Background: an optimization exercise with open tools, aiming at small area. Do not read the settings as production practice.
The RTL was checked by simulation tests, not by an equivalence proof against the original design.
Power and IR drop assume default switching activity.

==> flow/design.v (excerpt) <==
module sha256_message_digest_unit (
    input  logic        clk,
    input  logic        rst_n,
    input  logic        in_valid,
    input  logic [7:0]  in_data_byte,
    input  logic        in_has_byte,
    input  logic        in_last,
    output logic        in_ready,
    output logic        out_valid,
    input  logic        out_ready,
    output logic [63:0] digest_bits_255_192,
    output logic [63:0] digest_bits_191_128,
    output logic [63:0] digest_bits_127_64,
    output logic [63:0] digest_bits_63_0
);
Size in the first run: about 270 I/O pins, about 31000 µm² of cells after synthesis.
export LEC_CHECK = 0
export CAP_MARGIN = 20
export CORE_MARGIN = 2
export CORE_UTILIZATION = 60
export CTS_BUF_LIST = sky130_fd_sc_hd__clkbuf_8
export CTS_CLUSTER_SIZE = 30
export SLEW_MARGIN = 20
create_clock -name core_clock -period 20.0 [get_ports {clk}]
run.sh (not shown) runs the stock make flow with config.mk's settings and CLKGATE_MAP_FILE= SYNTH_SCRIPT=/design/flow/synth_recipe.tcl, a recipe that flattens the netlist after the stock synthesis.
The first run went through all stages and came out clean.
Change:
==> flow/flow/run.sh (new file) <==
#!/bin/bash
# The standard layout (standard.sh) with three changes:
#  - synthesis maps logic with a stronger ABC area script (flow/own_synth.tcl)
#  - the clock tree uses clkbuf_4 leaf clusters and no dummy loads
#  - the port buffers are buf_1
# make's full output goes to make_finish.log; ORFS keeps each step's log under orfs/logs
set -euo pipefail
here=$(pwd)
export FLOW_SYNTH_TCL="$here/synth_recipe.tcl"
export OWN_ABC_SCRIPT="$here/flow/abc_area_strong.script"
bash standard.sh finish \
  "SYNTH_SCRIPT=$here/flow/own_synth.tcl" \
  "FLOW_SYNTH_TCL=$FLOW_SYNTH_TCL" \
  "OWN_ABC_SCRIPT=$OWN_ABC_SCRIPT" \
  'CTS_ARGS=-sink_clustering_enable -repair_clock_nets -dont_use_dummy_load -buf_list sky130_fd_sc_hd__clkbuf_4 -sink_clustering_size 10 -sink_clustering_max_diameter 50' \
  'BUFFER_PORTS_ARGS=-buffer_cell sky130_fd_sc_hd__buf_1' > make_finish.log 2>&1
==> flow/flow/abc_area_strong.script (new file) <==
strash
dch -f
map -a
mfs2
map -a
==> flow/flow/own_synth.tcl (new file) <==
# The standard synthesis (synth_recipe.tcl), with ABC's mapping script replaced by a
# stronger area script; registers are mapped before ABC runs, so they are the standard ones
proc abc {args} {
  set i [lsearch -exact $args -script]
  if { $i >= 0 } {
    set args [lreplace $args [expr { $i + 1 }] [expr { $i + 1 }] $::env(OWN_ABC_SCRIPT)]
  }
  puts "own synthesis: abc $args"
  yosys abc {*}$args
}
source $::env(FLOW_SYNTH_TCL)
==> flow/standard.sh (new file) <==
#!/bin/bash
# synth_recipe.tcl (not shown) runs the flow's synth.tcl, then flattens the netlist and writes it again
# the make line also repeats each setting of config.mk as NAME=value (left out here)
make -C /OpenROAD-flow-scripts/flow DESIGN_CONFIG=/design/flow/config.mk WORK_HOME=/design/flow/orfs CLKGATE_MAP_FILE= SYNTH_SCRIPT=/design/flow/synth_recipe.tcl "${@:-finish}"
--- a/flow/config.mk
+++ b/flow/config.mk
@@ -6,8 +6,7 @@
 export NUM_CORES = 4
 export LEC_CHECK = 0
+export ABC_AREA = 1
 export CAP_MARGIN = 20
 export CORE_MARGIN = 2
 export CORE_UTILIZATION = 60
-export CTS_BUF_LIST = sky130_fd_sc_hd__clkbuf_8
-export CTS_CLUSTER_SIZE = 30
 export SLEW_MARGIN = 20
removed: flow/run.sh
The changed run went through all stages and came out clean. Worst setup slack gains 1.1 ns. Worst hold slack loses 0.038 ns. Core utilization shrinks by 5.9 points. Critical path depth is unchanged.


Setup of pepper:
sha256_message_digest_unit again, from the RTL that the note above started with.
clock: 20.0 ns
lec_check: 0
abc_area: 1
cap_margin: 20
core_margin: 2
core_utilization: 70
slew_margin: 20
standard.sh (not shown) runs the stock make flow with config.mk's settings and CLKGATE_MAP_FILE= SYNTH_SCRIPT=/design/flow/synth_recipe.tcl, a recipe that flattens the netlist after the stock synthesis.
==> flow/flow/run.sh <==
#!/bin/bash
# The standard layout, with the clock tree built without dummy loads and smaller port buffers
set -euo pipefail
bash standard.sh finish \
  'CTS_ARGS=-sink_clustering_enable -repair_clock_nets -dont_use_dummy_load -buf_list sky130_fd_sc_hd__clkbuf_8 -sink_clustering_size 16 -sink_clustering_max_diameter 60' \
  'BUFFER_PORTS_ARGS=-buffer_cell sky130_fd_sc_hd__buf_1' > make_finish.log 2>&1
Relative to pepper, the following input files were edited for fjord:
# pepper
export LEC_CHECK = 0
export ABC_AREA = 1
export CAP_MARGIN = 20
export CORE_MARGIN = 2
export CORE_UTILIZATION = 70
export SLEW_MARGIN = 20
create_clock -name core_clock -period 20.0 [get_ports {clk}]
# fjord
export LEC_CHECK = 0
export CAP_MARGIN = 20
export CORE_MARGIN = 2
export CORE_UTILIZATION = 40
export SLEW_MARGIN = 20
create_clock -name core_clock -period 20.0 [get_ports {clk}]
==> flow/run.sh (new file) <==
#!/bin/bash
# synth_recipe.tcl (not shown) runs the flow's synth.tcl, then flattens the netlist and writes it again
# the make line also repeats each setting of config.mk as NAME=value (left out here)
make -C /OpenROAD-flow-scripts/flow DESIGN_CONFIG=/design/flow/config.mk WORK_HOME=/design/flow/orfs CLKGATE_MAP_FILE= SYNTH_SCRIPT=/design/flow/synth_recipe.tcl finish
removed: flow/flow/run.sh
removed: flow/standard.sh
--- outcome ---
Every run (pepper and fjord) finished clean. pepper → fjord: first-iteration DRC count lost 13%; time the final worst path needs with I/O delays and setup picked up an extra 1.40 ns; setup slack of the critical path after layout lost 1.40 ns.
Edits applied to the flow inputs when going from fjord to indigo:
# fjord
export LEC_CHECK = 0
export CAP_MARGIN = 20
export CORE_MARGIN = 2
export CORE_UTILIZATION = 40
export SLEW_MARGIN = 20
create_clock -name core_clock -period 20.0 [get_ports {clk}]
# indigo
export LEC_CHECK = 0
export CAP_MARGIN = 20
export CORE_MARGIN = 2
export CORE_UTILIZATION = 60
export CTS_BUF_LIST = sky130_fd_sc_hd__clkbuf_4
export SLEW_MARGIN = 20
create_clock -name core_clock -period 20.0 [get_ports {clk}]
indigo ended up with a lower non-clock buffer count in the final layout than fjord did.
Going from fjord to indigo, final setup skew grows by 0.028 ns.
Delta (indigo minus fjord): final total power moved down, floorplan die area fell about 33%, sequential share of layout area has increased, wire length of the first global-routing pass moved up, overall die width decreased by about 18% relative to the old numbers.
Compared to fjord, the router laid down more metal wire for indigo.
Global placer's final weighted congestion, fjord and indigo: smaller value in fjord
Relative to fjord, minimum clock period has increased by 0.054 ns in indigo.
For xenon, these inputs were changed with respect to indigo:
# indigo
export LEC_CHECK = 0
export CAP_MARGIN = 20
export CORE_MARGIN = 2
export CORE_UTILIZATION = 60
export CTS_BUF_LIST = sky130_fd_sc_hd__clkbuf_4
export SLEW_MARGIN = 20
create_clock -name core_clock -period 20.0 [get_ports {clk}]
# xenon
export LEC_CHECK = 0
export ABC_AREA = 1
export CAP_MARGIN = 20
export CORE_MARGIN = 2
export CORE_UTILIZATION = 60
export SLEW_MARGIN = 20
create_clock -name core_clock -period 20.0 [get_ports {clk}]
==> flow/flow/run.sh (new file) <==
#!/bin/bash
# The standard layout, with the clock tree built without dummy loads and smaller port buffers
set -euo pipefail
bash standard.sh finish \
  'CTS_ARGS=-sink_clustering_enable -repair_clock_nets -dont_use_dummy_load -buf_list sky130_fd_sc_hd__clkbuf_4 -sink_clustering_size 10 -sink_clustering_max_diameter 50' \
  'BUFFER_PORTS_ARGS=-buffer_cell sky130_fd_sc_hd__buf_1' > make_finish.log 2>&1
==> flow/standard.sh (new file) <==
#!/bin/bash
# synth_recipe.tcl (not shown) runs the flow's synth.tcl, then flattens the netlist and writes it again
# the make line also repeats each setting of config.mk as NAME=value (left out here)
make -C /OpenROAD-flow-scripts/flow DESIGN_CONFIG=/design/flow/config.mk WORK_HOME=/design/flow/orfs CLKGATE_MAP_FILE= SYNTH_SCRIPT=/design/flow/synth_recipe.tcl "${@:-finish}"
removed: flow/run.sh
Findings:
- Post-route total power for xenon: about 25% down relative to indigo
- Count of non-CTS inverters in the layout: xenon > indigo
- When the final numbers for xenon and indigo were put side by side, the simple-gate share of the synthesized area turned out to be smaller in indigo.
- Floorplan check, xenon vs indigo: die outline smaller in xenon
- All-layer global routing usage was lower in the run labelled xenon.
#### Input delta (harbor over xenon)
# xenon
export LEC_CHECK = 0
export ABC_AREA = 1
export CAP_MARGIN = 20
export CORE_MARGIN = 2
export CORE_UTILIZATION = 60
export SLEW_MARGIN = 20
create_clock -name core_clock -period 20.0 [get_ports {clk}]
# harbor
export LEC_CHECK = 0
export CAP_MARGIN = 20
export CORE_MARGIN = 2
export CORE_UTILIZATION = 60
export SLEW_MARGIN = 20
create_clock -name core_clock -period 20.0 [get_ports {clk}]
==> flow/flow/run.sh <==
#!/bin/bash
# The standard layout, with the clock tree built without dummy loads and smaller port buffers
set -euo pipefail
bash standard.sh finish \
  'CTS_ARGS=-sink_clustering_enable -repair_clock_nets -dont_use_dummy_load -buf_list sky130_fd_sc_hd__clkbuf_8' \
  'BUFFER_PORTS_ARGS=-buffer_cell sky130_fd_sc_hd__buf_1' > make_finish.log 2>&1
--- outcome ---
- Taking xenon as the reference, in harbor total clock buffers created by CTS moved up; largest driver fanout on the critical path rose by 7; clock latency reported for the late side of the worst-skew pair shows a reduction of 0.18 ns; worst hold slack went up 0.051 ns.
- Share of total power in combinational logic delta for harbor relative to xenon: 1.0 points higher


Another version of the RTL of sha256_message_digest_unit (not shown whole).
Size in the first run: ~1800 cells after synthesis, about 1100 flip-flops, roughly 270 I/O pins.
## sha256_message_digest_unit
module sha256_message_digest_unit (
    input  logic        clk,
    input  logic        rst_n,
    input  logic        in_valid,
    input  logic [7:0]  in_data_byte,
    input  logic        in_has_byte,
    input  logic        in_last,
    output logic        in_ready,
    output logic        out_valid,
    input  logic        out_ready,
    output logic [63:0] digest_bits_255_192,
    output logic [63:0] digest_bits_191_128,
    output logic [63:0] digest_bits_127_64,
    output logic [63:0] digest_bits_63_0
);
Settings: LEC_CHECK=0, ABC_AREA=1, CAP_MARGIN=20, CORE_MARGIN=2, CORE_UTILIZATION=60, SLEW_MARGIN=20; clock period 20.0 ns.
==> flow/flow/run.sh <==
#!/bin/bash
# The standard layout (standard.sh) with three changes:
#  - synthesis maps logic with a stronger ABC area script (flow/own_synth.tcl, flow/abc_area_strong.script)
#  - the clock tree uses clkbuf_4 leaf clusters and no dummy loads
#  - the port buffers are buf_1
# make's full output goes to make_finish.log; ORFS keeps each step's log under orfs/logs
set -euo pipefail
here=$(pwd)
export FLOW_SYNTH_TCL="$here/synth_recipe.tcl"
export OWN_ABC_SCRIPT="$here/flow/abc_area_strong.script"
bash standard.sh finish \
  "SYNTH_SCRIPT=$here/flow/own_synth.tcl" \
  "FLOW_SYNTH_TCL=$FLOW_SYNTH_TCL" \
  "OWN_ABC_SCRIPT=$OWN_ABC_SCRIPT" \
  'CTS_ARGS=-sink_clustering_enable -repair_clock_nets -dont_use_dummy_load -buf_list sky130_fd_sc_hd__clkbuf_4 -sink_clustering_size 10 -sink_clustering_max_diameter 45' \
  'BUFFER_PORTS_ARGS=-buffer_cell sky130_fd_sc_hd__buf_1' > make_finish.log 2>&1
==> flow/flow/abc_area_strong.script <==
strash
&get -n
&deepsyn -T 180
&dch -f
&nf -R 1000 -a
&put
mfs2
strash
&get -n
&dch -f
&nf -R 1000 -a
&put
mfs2
strash
&get -n
&dch -f
&nf -R 1000 -a
&put
==> flow/flow/own_synth.tcl <==
# The standard synthesis (synth_recipe.tcl), with ABC's mapping script replaced by a
# stronger area script; registers are mapped before ABC runs, so they are the standard ones
proc abc {args} {
  set i [lsearch -exact $args -script]
  if { $i >= 0 } {
    set args [lreplace $args [expr { $i + 1 }] [expr { $i + 1 }] $::env(OWN_ABC_SCRIPT)]
  }
  puts "own synthesis: abc $args"
  yosys abc {*}$args
}
source $::env(FLOW_SYNTH_TCL)
The baseline finished clean.
==> next run, changes <==
--- a/flow/flow/run.sh
+++ b/flow/flow/run.sh
@@ -13,4 +13,4 @@
   "FLOW_SYNTH_TCL=$FLOW_SYNTH_TCL" \
   "OWN_ABC_SCRIPT=$OWN_ABC_SCRIPT" \
-  'CTS_ARGS=-sink_clustering_enable -repair_clock_nets -dont_use_dummy_load -buf_list sky130_fd_sc_hd__clkbuf_4 -sink_clustering_size 10 -sink_clustering_max_diameter 45' \
+  'CTS_ARGS=-sink_clustering_enable -repair_clock_nets -dont_use_dummy_load -buf_list sky130_fd_sc_hd__clkbuf_4 -sink_clustering_size 12 -sink_clustering_max_diameter 40' \
   'BUFFER_PORTS_ARGS=-buffer_cell sky130_fd_sc_hd__buf_1' > make_finish.log 2>&1
==> flow/flow/abc_area_strong.script (replaced) <==
strash
&get -n
&dch -f
&nf -R 1000 -a
&put
mfs2
strash
&get -n
&dch -f
&nf -R 1000 -a
&put
mfs2
strash
&get -n
&dch -f
&nf -R 1000 -a
&put
The changed run ran to the end with no violations; flip-flop and latch count is unchanged; cell area stays flat; die area rises by about 0.34%; via count is lower by 1.7%; clock-buffer cell count falls by 20; combinational power increases to 5.8 times its value.

-- port drivers added, routing unchanged --
In the flow no input, the clock included, has a driving cell. The finished layouts below were timed again as built, in two steps. Step 1, drivers: a clkbuf_16 drives clk and a buf_2 each remaining input, both assumed. Step 2 moves the port delays by t, midway between the first and last clock arrival at a register: inputs arrive t later, outputs are due t later. That takes back most of the time a late clock gives input paths. a / b / c = ideal / step 1 / step 2; a / b = the first two.
| run | t (ns) | slack for setup (ns) | clock arrival spread, ns |
|---|---|---|---|
| the first run of note 1 | 0.847 | 9.315 / 9.245 / 9.245 | 0.062 / 0.063 |
| the second run of note 1 | 0.960 | 10.438 / 10.413 / 10.413 | 0.107 / 0.107 |
| pepper | 0.723 | 10.795 / 10.769 / 10.769 | 0.095 / 0.095 |
| fjord | 0.692 | 9.394 / 9.343 / 9.343 | 0.056 / 0.056 |
| indigo | 1.071 | 9.340 / 9.267 / 9.267 | 0.092 / 0.093 |
| xenon | 0.955 | 10.792 / 10.746 / 10.746 | 0.124 / 0.124 |
| harbor | 0.779 | 10.024 / 9.960 / 9.960 | 0.118 / 0.118 |
| the first run of note 3 | 0.978 | 10.478 / 10.450 / 10.450 | 0.073 / 0.074 |
| the second run of note 3 | 0.860 | 10.283 / 10.234 / 10.234 | 0.142 / 0.141 |
After both steps setup and hold are still met in every run listed. For indigo, which loses most, drivers alone change the setup slack by -0.073 ns; drivers and shift together by -0.073 ns.
